This design comes from an exercise in tuning for small area and a short achievable clock period on the open sky130 flow, not from production work. Only simulation tests tie the RTL to the original design; equivalence was not proved. Power figures rest on the tool's default switching activity, not on a simulated workload.

==> flow/config.mk <==
export PLATFORM = sky130hd
export DESIGN_NAME = psum_drain_top
export DESIGN_NICKNAME = psum_drain_top
export VERILOG_FILES = /design/flow/design.v
export SDC_FILE = /design/flow/constraint.sdc
export NUM_CORES = 4
export LEC_CHECK = 0
export ABC_CLOCK_PERIOD_IN_PS = 2000
export CAP_MARGIN = 20
export CORE_MARGIN = 2
export CORE_UTILIZATION = 40
export CTS_CLUSTER_DIAMETER = 100
export CTS_CLUSTER_SIZE = 25
export SETUP_SLACK_MARGIN = 4.8
export SLEW_MARGIN = 20
export TNS_END_PERCENT = 50
==> flow/constraint.sdc <==
create_clock -name core_clock -period 7.5 [get_ports {iCLK}]
set_input_delay 1.5000 -clock core_clock [delete_from_list [all_inputs] [get_ports {iCLK}]]
set_output_delay 1.5000 -clock core_clock [all_outputs]
set_load 0.01 [all_outputs]
==> flow/design.v <==
package pe_array_pkg;
    localparam int NCOL   = 4;
    localparam int BW     = 16;
    localparam int ACC_BW = 24;
    localparam int OUT_BW = 8;
endpackage
import pe_array_pkg::*;
module psum_drain
#(
    parameter int MAX_ROWS = 16,
    parameter int OFIFO_D  = 8,
    parameter int SHIFT    = 2,
    parameter int RELU     = 1
) (
    input  logic                        iCLK,
    input  logic                        iRSTn,
    input  logic                        iStart,
    input  logic [$clog2(MAX_ROWS):0]   iNumRows,
    input  logic [7:0]                  iNumPass,
    input  logic                        iPsumVld,
    input  logic [NCOL*BW-1:0]          iPsum,
    output logic [NCOL*OUT_BW-1:0]      oData,
    output logic                        oValid,
    input  logic                        iReady,
    output logic                        oBusy,
    output logic                        oDone,
    output logic                        oOvf
);
    localparam int RA   = $clog2(MAX_ROWS);
    localparam int LO_W = 8;                   
    localparam int HI_W = ACC_BW - LO_W;       
    localparam int XH_W = BW - LO_W;           
    localparam int UP_W = HI_W - XH_W;         
    localparam int NST  = NCOL + 1;            
    localparam int SA   = $clog2(OFIFO_D);
    logic          busy, done_q, fin, first, ovf_q, ov;
    logic          lst_q;                      
    logic          r1_q;                       
    logic [RA-1:0] rm1, row;
    logic [SA-1:0] wslot;
    logic [OFIFO_D-1:0] rdp;                   
    logic [7:0]    left;                       
    logic [RA:0]   held, avail;
    logic          start, done_c, pop, load;
    logic [RA-1:0] rm1_in;
    logic          r1_in, p1_in, p2_in;
    always_comb begin
        if (iNumRows == '0)                        rm1_in = '0;
        else if (iNumRows >= (RA+1)'(MAX_ROWS))     rm1_in = RA'(MAX_ROWS - 1);
        else                                       rm1_in = RA'(iNumRows - 1'b1);
        r1_in = (iNumRows[RA:1] == '0);
        p1_in = (iNumPass[7:1] == '0);                         
        p2_in = (iNumPass[7:2] == '0) && !(&iNumPass[1:0]);    
    end
    assign start  = iStart && !busy && !done_q;
    assign done_c = busy && fin && (held == '0);
    logic take0, lst0, acc0, wrap0, r1_e, adv;
    assign take0 = iPsumVld && !fin && (busy || start);
    assign lst0  = start ? p1_in : lst_q;
    assign r1_e  = start ? r1_in : r1_q;
    assign wrap0 = start ? r1_in : (row == rm1);
    assign acc0  = (held[RA:SA] == '0);                
    assign adv   = take0 && wrap0 && !lst0;           
    logic [NST-1:0]               s_wen, s_fst, s_lst;
    logic [NST-1:0][RA-1:0]       s_wa;
    logic [NCOL-1:0][MAX_ROWS-1:0] rsel;
    logic [NST-1:1]               r_wen, r_fst, r_lst;
    logic [NST-1:1][RA-1:0]       r_wa;
    logic [NCOL-1:1][MAX_ROWS-1:0] r_sel;
    logic [MAX_ROWS-1:0]          row_oh, nsel;    
    always_comb begin
        s_wen[0] = take0 && (!lst_q || acc0);
        s_fst[0] = first;
        s_lst[0] = lst0;
        s_wa[0]  = lst_q ? RA'(wslot) : row;
        rsel[0]  = row_oh;
        for (int k = 1; k < NST; k++) begin
            s_wen[k] = r_wen[k];
            s_fst[k] = r_fst[k];
            s_lst[k] = r_lst[k];
            s_wa[k]  = r_wa[k];
        end
        for (int k = 1; k < NCOL; k++) rsel[k] = r_sel[k];
    end
    always_ff @(posedge iCLK or negedge iRSTn) begin
        if (!iRSTn) r_wen <= '0;
        else        r_wen <= s_wen[NST-2:0];
    end
    always_ff @(posedge iCLK) begin
        r_fst <= s_fst[NST-2:0];
        r_lst <= s_lst[NST-2:0];
        r_wa  <= s_wa[NST-2:0];
        r_sel <= rsel[NCOL-2:0];
    end
    logic [RA-1:0] row_nx;
    logic          first_nx;
    always_comb begin
        row_nx   = row;
        nsel     = row_oh;
        first_nx = first;
        if (take0) begin
            row_nx = wrap0 ? '0 : row + 1'b1;
            nsel   = wrap0 ? MAX_ROWS'(1) : {row_oh[MAX_ROWS-2:0], 1'b0};
        end
        if (adv)    first_nx = 1'b0;
        if (done_c) first_nx = 1'b1;
    end
    always_ff @(posedge iCLK or negedge iRSTn) begin
        if (!iRSTn) begin
            busy   <= 1'b0;
            done_q <= 1'b0;
            ovf_q  <= 1'b0;
            fin    <= 1'b0;
            row    <= '0;
            row_oh <= MAX_ROWS'(1);
            wslot  <= '0;
            first  <= 1'b1;
        end else begin
            done_q <= done_c;
            row    <= row_nx;
            row_oh <= nsel;
            first  <= first_nx;
            if (done_c) begin
                busy  <= 1'b0;
                fin   <= 1'b0;
                wslot <= '0;
            end
            if (start) begin
                busy  <= 1'b1;
                ovf_q <= 1'b0;
            end
            if (take0 && lst0 && acc0)  wslot <= wslot + 1'b1;
            if (take0 && lst0 && !acc0) ovf_q <= 1'b1;
            if (take0 && lst0 && wrap0) fin <= 1'b1;
        end
    end
    always_ff @(posedge iCLK) begin
        if (start) begin
            rm1   <= rm1_in;
            r1_q  <= r1_in;
            left  <= adv ? iNumPass - 8'd2 : iNumPass - 8'd1;
            lst_q <= adv ? p2_in : p1_in;
        end else if (adv) begin
            left  <= left - 8'd1;
            lst_q <= (left == 8'd1);
        end
    end
    logic [LO_W-1:0] bank_lo [NCOL][MAX_ROWS];
    logic [HI_W-1:0] bank_hi [NCOL][MAX_ROWS];
    logic [NCOL-1:0][MAX_ROWS-1:0] lsel;      
    logic [NCOL-1:0]               lfst, lfwd;
    always_comb begin
        lsel[0] = nsel;
        lfst[0] = first_nx;
        lfwd[0] = take0 && r1_e;
        for (int c = 1; c < NCOL; c++) begin
            lsel[c] = rsel[c-1];
            lfst[c] = s_fst[c-1];
            lfwd[c] = s_wen[c] && r1_q;
        end
    end
    for (genvar c = 0; c < NCOL; c++) begin : g_col
        logic [LO_W-1:0] p_lo, r_lo;
        logic [LO_W:0]   s_lo;
        logic            cy_q;
        logic [XH_W-1:0] xh_q;
        always_comb begin
            r_lo = '0;
            for (int i = 0; i < MAX_ROWS; i++)
                if (lsel[c][i]) r_lo = r_lo | bank_lo[c][i];
        end
        always_ff @(posedge iCLK)
            p_lo <= lfst[c] ? LO_W'(2) : (lfwd[c] ? s_lo[LO_W-1:0] : r_lo);
        assign s_lo = {1'b0, iPsum[c*BW +: LO_W]} + {1'b0, p_lo};
        always_ff @(posedge iCLK) begin
            if (s_wen[c]) bank_lo[c][s_wa[c]] <= s_lo[LO_W-1:0];
            cy_q <= s_lo[LO_W];
            xh_q <= iPsum[c*BW+LO_W +: XH_W];
        end
        logic [HI_W-1:0] p_hi, r_hi, s_hi, wd_hi;
        always_comb begin
            r_hi = '0;
            for (int i = 0; i < MAX_ROWS; i++)
                if (rsel[c][i]) r_hi = r_hi | bank_hi[c][i];
        end
        always_ff @(posedge iCLK)
            p_hi <= s_fst[c] ? '0 : ((s_wen[c+1] && r1_q) ? wd_hi : r_hi);
        logic [XH_W:0]   s_dn;
        logic [UP_W-1:0] p_up, up_inc, up_dec;
        logic            cx, sg, nz, z_up, z_inc, z_dec, zu;
        assign s_dn   = {1'b0, p_hi[XH_W-1:0]} + {1'b0, xh_q} + (XH_W+1)'(cy_q);
        assign cx     = s_dn[XH_W];
        assign sg     = xh_q[XH_W-1];
        assign p_up   = p_hi[HI_W-1:XH_W];
        assign up_inc = p_up + 1'b1;
        assign up_dec = p_up - 1'b1;
        always_comb begin
            s_hi[XH_W-1:0] = s_dn[XH_W-1:0];
            if (cx && !sg)      s_hi[HI_W-1:XH_W] = up_inc;
            else if (!cx && sg) s_hi[HI_W-1:XH_W] = up_dec;
            else                s_hi[HI_W-1:XH_W] = p_up;
        end
        assign z_up  = (p_up[UP_W-2:0] == '0);
        assign z_inc = (&p_up[UP_W-2:0]);
        assign z_dec = (p_up[UP_W-2:0] == (UP_W-1)'(1));
        logic [XH_W-1:0] da, db;
        logic            zl;
        assign da = p_hi[XH_W-1:0];
        assign db = xh_q;
        always_comb begin
            zl = ((da[1] ^ db[1]) == ((da[0] & db[0]) | (da[0] & cy_q) | (db[0] & cy_q)));
            for (int k = 2; k < XH_W; k++)
                zl = zl && ((da[k] ^ db[k]) == (da[k-1] | db[k-1]));
        end
        always_comb begin
            if (cx && !sg)      zu = z_inc;
            else if (!cx && sg) zu = z_dec;
            else                zu = z_up;
            nz = !zl || !zu;
        end
        always_comb begin
            wd_hi = s_hi;
            if (s_lst[c+1]) wd_hi[1] = nz;
        end
        always_ff @(posedge iCLK) begin
            if (s_wen[c+1]) bank_hi[c][s_wa[c+1]] <= wd_hi;
        end
    end
    logic [NCOL*OUT_BW-1:0] oq, rq;
    always_comb begin
        for (int c = 0; c < NCOL; c++) begin
            logic [LO_W-1:0] el;
            logic [HI_W-1:0] eh;
            el = '0;
            eh = '0;
            for (int i = 0; i < OFIFO_D; i++)
                if (rdp[i]) begin
                    el = el | bank_lo[c][i];
                    eh = eh | bank_hi[c][i];
                end
            if (eh[HI_W-1])   rq[c*OUT_BW +: OUT_BW] = 8'd0;
            else if (eh[1])   rq[c*OUT_BW +: OUT_BW] = 8'd127;
            else              rq[c*OUT_BW +: OUT_BW] = {1'b0, eh[0], el[7:2]};
        end
    end
    logic          h_inc, a_inc;
    logic [RA:0]   held_p1, held_m1, avail_p1, avail_m1;
    assign h_inc    = take0 && lst0 && acc0;
    assign a_inc    = s_wen[NST-1] && s_lst[NST-1];
    assign held_p1  = held + 1'b1;
    assign held_m1  = held - 1'b1;
    assign avail_p1 = avail + 1'b1;
    assign avail_m1 = avail - 1'b1;
    assign pop  = ov && iReady;
    assign load = (avail != '0) && (!ov || iReady);
    always_ff @(posedge iCLK or negedge iRSTn) begin
        if (!iRSTn) begin
            oq    <= '0;
            ov    <= 1'b0;
            held  <= '0;
            avail <= '0;
        end else begin
            if (load) begin
                oq <= rq;
                ov <= 1'b1;
            end else if (pop) begin
                oq <= '0;
                ov <= 1'b0;
            end
            held  <= h_inc ? (pop ? held : held_p1) : (pop ? held_m1 : held);
            avail <= a_inc ? (load ? avail : avail_p1) : (load ? avail_m1 : avail);
        end
    end
    always_ff @(posedge iCLK) begin
        if (start)     rdp <= OFIFO_D'(1);
        else if (load) rdp <= {rdp[OFIFO_D-2:0], rdp[OFIFO_D-1]};
    end
    assign oData  = oq;
    assign oValid = ov;
    assign oBusy  = busy;
    assign oDone  = done_q;
    assign oOvf   = ovf_q;
endmodule
module psum_drain_top (
    input  logic        iCLK,
    input  logic        iRSTn,
    input  logic        iStart,
    input  logic [4:0]  iNumRows,
    input  logic [7:0]  iNumPass,
    input  logic        iPsumVld,
    input  logic [63:0] iPsum,
    output logic [31:0] oData,
    output logic        oValid,
    input  logic        iReady,
    output logic        oBusy,
    output logic        oDone,
    output logic        oOvf
);
    psum_drain #(
        .MAX_ROWS (16),
        .OFIFO_D  (8),
        .SHIFT    (2),
        .RELU     (1)
    ) u_drain (
        .iCLK     (iCLK),
        .iRSTn    (iRSTn),
        .iStart   (iStart),
        .iNumRows (iNumRows),
        .iNumPass (iNumPass),
        .iPsumVld (iPsumVld),
        .iPsum    (iPsum),
        .oData    (oData),
        .oValid   (oValid),
        .iReady   (iReady),
        .oBusy    (oBusy),
        .oDone    (oDone),
        .oOvf     (oOvf)
    );
endmodule
==> flow/flow/run.sh <==
#!/bin/bash
# The standard layout (the standard.sh, with the standard flow's synthesis script) with
# three changes:
#  * abc maps the combinational logic with a delay-driven script
#    (flow/abc_speed.script, "map" against ABC_CLOCK_PERIOD_IN_PS) instead of
#    ORFS's default; flip-flop mapping is untouched, so the registers are the
#    standard synthesis's;
#  * adders are left to abc instead of being pre-mapped to full/half-adder cells
#    (ADDER_MAP_FILE empty);
#  * the port buffers are sky130_fd_sc_hd__buf_2 instead of the default
#    delay-cell buffer; every input and output port is still buffered.
# ORFS's scripts are copied into the work folder so that only the abc script
# differs; all tool output goes to standard_flow.log and ORFS's own logs.
set -euo pipefail
rm -rf scripts_mod
cp -r "$FLOW_HOME/scripts" scripts_mod
cp flow/abc_speed.script scripts_mod/abc_speed.script
bash standard.sh "SCRIPTS_DIR=$PWD/scripts_mod" "ADDER_MAP_FILE=" \
    "BUFFER_PORTS_ARGS=-buffer_cell sky130_fd_sc_hd__buf_2" finish > standard_flow.log 2>&1
==> flow/flow/abc_speed.script <==
strash
dch -f
map {D}
buffer -c
topo
upsize {D}
dnsize {D}
==> flow/standard.sh <==
#!/bin/bash
# synth_recipe.tcl (not shown) runs the flow's synth.tcl, then flattens the netlist and writes it again
# the make line also repeats each setting of config.mk as NAME=value (left out here)
make -C /OpenROAD-flow-scripts/flow DESIGN_CONFIG=/design/flow/config.mk WORK_HOME=/design/flow/orfs CLKGATE_MAP_FILE= SYNTH_SCRIPT=/design/flow/synth_recipe.tcl "${@:-finish}"
==> results.json <==
{
  "ys_types": 70,
  "mappedNetlistArea_sq_um": 70800,
  "fin_skew_ps": 50.2,
  "layout_commonest_cell": "edfxtp_1",
  "synth.top_cells.by_area": "edfxtp_1 (66%), a22oi_1 (7.4%), dfxtp_1 (6.0%)",
  "clock_sinks": 1832,
  "num-fill-cells": 15500,
  "start_util": 0.402,
  "busiest_layer": "met2",
  "vias": 46200,
  "path_cells": "buf_6",
  "yosys_most_used_dff": "edfxtp_1",
  "critPathLaunchType": "flop",
  "power_density_nw_per_um2": 392,
  "fin_crit_sh": 0.395,
  "synth_seq_cells": 1832,
  "irDropWorstVdd_mv": 0.236,
  "nets": 5384,
  "via_per_inst": 5.98,
  "swShare": 0.386,
  "slew_violations": 0,
  "seq_power_share": 0.478,
  "async_flop_share": 0.0388,
  "power_switching_w": 0.0120,
  "rows": 154,
  "layout_common_cells": "edfxtp_1 (1549), a22oi_1 (693), nand2_1 (504), inv_1 (263), nor2_1 (222)",
  "netlist_instances": 5152,
  "design.die.area_sq_um": 180000,
  "hold_buffers": 0,
  "wl_per_cell_um": 28.6,
  "grt_usage": 0.239,
  "grt_pass1_wl_um": 315000,
  "place_congestion": 0.869,
  "hp-class": "reg2reg",
  "clkTransAtPathRegs_ps": 100,
  "cp_slowest_cell": "dfrtp_2",
  "setup_viol": 0,
  "cp.buffers_inverters": 1,
  "drtIter0Drc": 5856,
  "hold_violations": 0,
  "design.core.area_sq_um": 176000,
  "grt_start_max_net_pins": 66,
  "die_w_um": 425,
  "rsz0062_at_grt": "yes",
  "synth_edf_count": 1549,
  "cts.path.max_buffers": 3,
  "worstPathRequired_ps": 6000,
  "antenna_found_initial": 7,
  "max_slew_margin": 0.211,
  "grt_util_met2": 0.399,
  "grt_pass1_vias": 44600,
  "route.detailed.drc": 0,
  "yosysWarnings": 1,
  "cp_max_fo": 2,
  "avgSynthCellArea_sq_um": 13.7,
  "die_h_um": 425,
  "drive_gt1_frac": 0.133,
  "hpwl_um": 125000,
  "path_delay_family": "flip-flops",
  "antenna_left": 0,
  "fin_crit_ps": 2970,
  "worst_setup_path_end_kind": "output pin",
  "cpPeakStageDelay_ps": 530,
  "tns_ps": 0,
  "p_int_w": 0.0191,
  "outcome": "no timing/DRC/antenna violations",
  "cp.arrival_ps": 1470,
  "yosysTopAreaCell": "edfxtp_1",
  "fmax_ghz": 0.337,
  "port_buffers": 113,
  "dr.pass1.iters": 8,
  "crit_type": "reg2out",
  "overflow": 0,
  "io_pins": 118,
  "p_leak_nw": 26.6,
  "synth_seq_area_share": 0.742,
  "synth_top_area_share": 0.657,
  "synthToLayoutAreaGrowth_pct": 12.1,
  "routed_wl_um": 221000,
  "cts_tree": "done",
  "hold_ws_ps": 381,
  "clock_latency_ps": 780,
  "tightest_slew_ps": 1180,
  "gr-usage-met1": 0.315,
  "cts-root-buf": "clkbuf_16",
  "cap_violations": 0,
  "use_met3": 0.0349,
  "h-tree-depth": 3,
  "combPwrFrac": 0.339,
  "power_frac_clock": 0.183,
  "numCtsBuffers": 87
}
==> layout make-up <==
type | instances | area, sq um | share of cell area
Sequential cell | 1832 | 52600 | 0.663
Tap cell | 2340 | 2930 | 0.0369
Clock inverter | 16 | 277 | 0.00348
Clock buffer | 147 | 2460 | 0.0311
Multi-Input combinational cell | 2822 | 17700 | 0.223
Timing Repair Buffer | 275 | 2300 | 0.0290
Inverter | 282 | 1090 | 0.0138
Timing Repair inverter | 2 | 15.0 | 0.000189
Antenna cell | 2 | 5.00 | 0.0000631
==> state kept, by name, indices dropped and copies added (netlist names), 8 cells and up <==
signal,cells
u_drain.bank_hi,1024
u_drain.bank_lo,512
u_drain.g_col.p_hi,64
u_drain.g_col.p_lo,32
u_drain.g_col.xh_q,32
u_drain.left,8
u_drain.oq,28
u_drain.r_sel,48
u_drain.r_wa,16
u_drain.rdp,8
u_drain.row_oh,16
==> routing by layer <==
metal,wire length (um),vias to the layer above
li1,-,20100
met1,87300,23400
met2,106000,2327
met3,18400,409
met4,9000,2
met5,13,-
==> Yosys cell counts, types with 8 or more instances <==
library cell / count
a2111oi_0: 33
a211oi_1: 8
a21boi_0: 8
a21oi_1: 197
a221oi_1: 29
a22o_1: 31
a22oi_1: 693
a311oi_1: 9
a31oi_1: 47
a41oi_1: 9
and2_1: 13
clkbuf_1: 209
dfrtp_1: 69
dfxtp_1: 212
edfxtp_1: 1549
inv_1: 277
nand2_1: 548
nand3_1: 228
nand4_1: 166
nor2_1: 330
nor3_1: 37
o211ai_1: 10
o21ai_0: 150
o21ai_2: 9
o22ai_1: 17
o31ai_1: 44
or2_2: 22
xnor2_1: 21
xor2_1: 59
==> through the flow <==
step,utilization,cells,total power (W),worst slack [ps],cell area [sq um]
floorplan,-,5155,0.0205,4500,71300
global placement,0.427,7500,0.0248,3260,75200
detailed placement,0.429,7511,0.0250,3150,75500
CTS,0.447,7690,0.0307,4490,78700
global route,0.451,7716,0.0323,4530,79300
finish,0.451,7718,0.0311,4530,79300
==> logic make-up (layout without fill, tap and decap cells) <==
family,count (synthesis),count (layout),synth area share
adders and majority gates,4,4,0.000566
AOI/OAI and AO/OA,1349,1349,0.133
DFF,1832,1832,0.742
xor gates and xnor gates,81,81,0.0101
buffers and inverters,507,722,0.0273
and+or+nand+nor,1378,1384,0.0869
other,1,6,0.0000530
==> worst paths after layout <==
path	start	end	slack, ps	cells past startpoint
worst max-delay path	u_drain.oq[26]	oData[26]	4530	1
min in group asynchronous	iRSTn	u_drain.oq[29]	520	1
worst max register to register	u_drain.r_fst[2]	u_drain.g_col[3].p_lo[4]	4730	3
worst min register to register	u_drain.r_wa[7]	u_drain.r_wa[11]	380	0
worst min-delay path	u_drain.r_wa[7]	u_drain.r_wa[11]	380	0
max in group asynchronous	iRSTn	u_drain.oq[11]	5720	2
==> power groups by stage <==
stage	logic [W]	clock network [W]	registers, W
floorplan	0.00613	0	0.0144
finish	0.0105	0.00569	0.0149
global placement	0.00974	0	0.0150
global route	0.0113	0.00609	0.0149
detailed placement	0.00993	0	0.0151
CTS	0.0101	0.00575	0.0148
==> timing repair <==
item,CTS,global route
resized for setup,79,75
endpoints found under the setup margin,656,733
gates cloned,1,7
buffers inserted,15,13
pin swaps,6,15

[afterwards: timing with drivers on the ports]
Ports are ideal in the flow. The routed layout listed here was re-timed in OpenROAD. Step 1 assumes that a clkbuf_16 drives the clock port and a buf_2 every other input. Step 2 moves the port delays by t, midway between the first and last clock arrival at a register: inputs arrive t later, outputs are due t later. That takes back most of the time a late clock gives input paths. Three values: ideal, step 1, step 2; two values: the first two.
t (ns): 0.841
setup slack, ns: 4.535 / 4.450 / 3.955
worst slew at a driven data input, ns: 0.10
cell pins on the clock port's net: 1
After both steps setup and hold are still met in this run. The setup slack of this run moves by -0.085 ns with the drivers and by -0.580 ns with both steps.
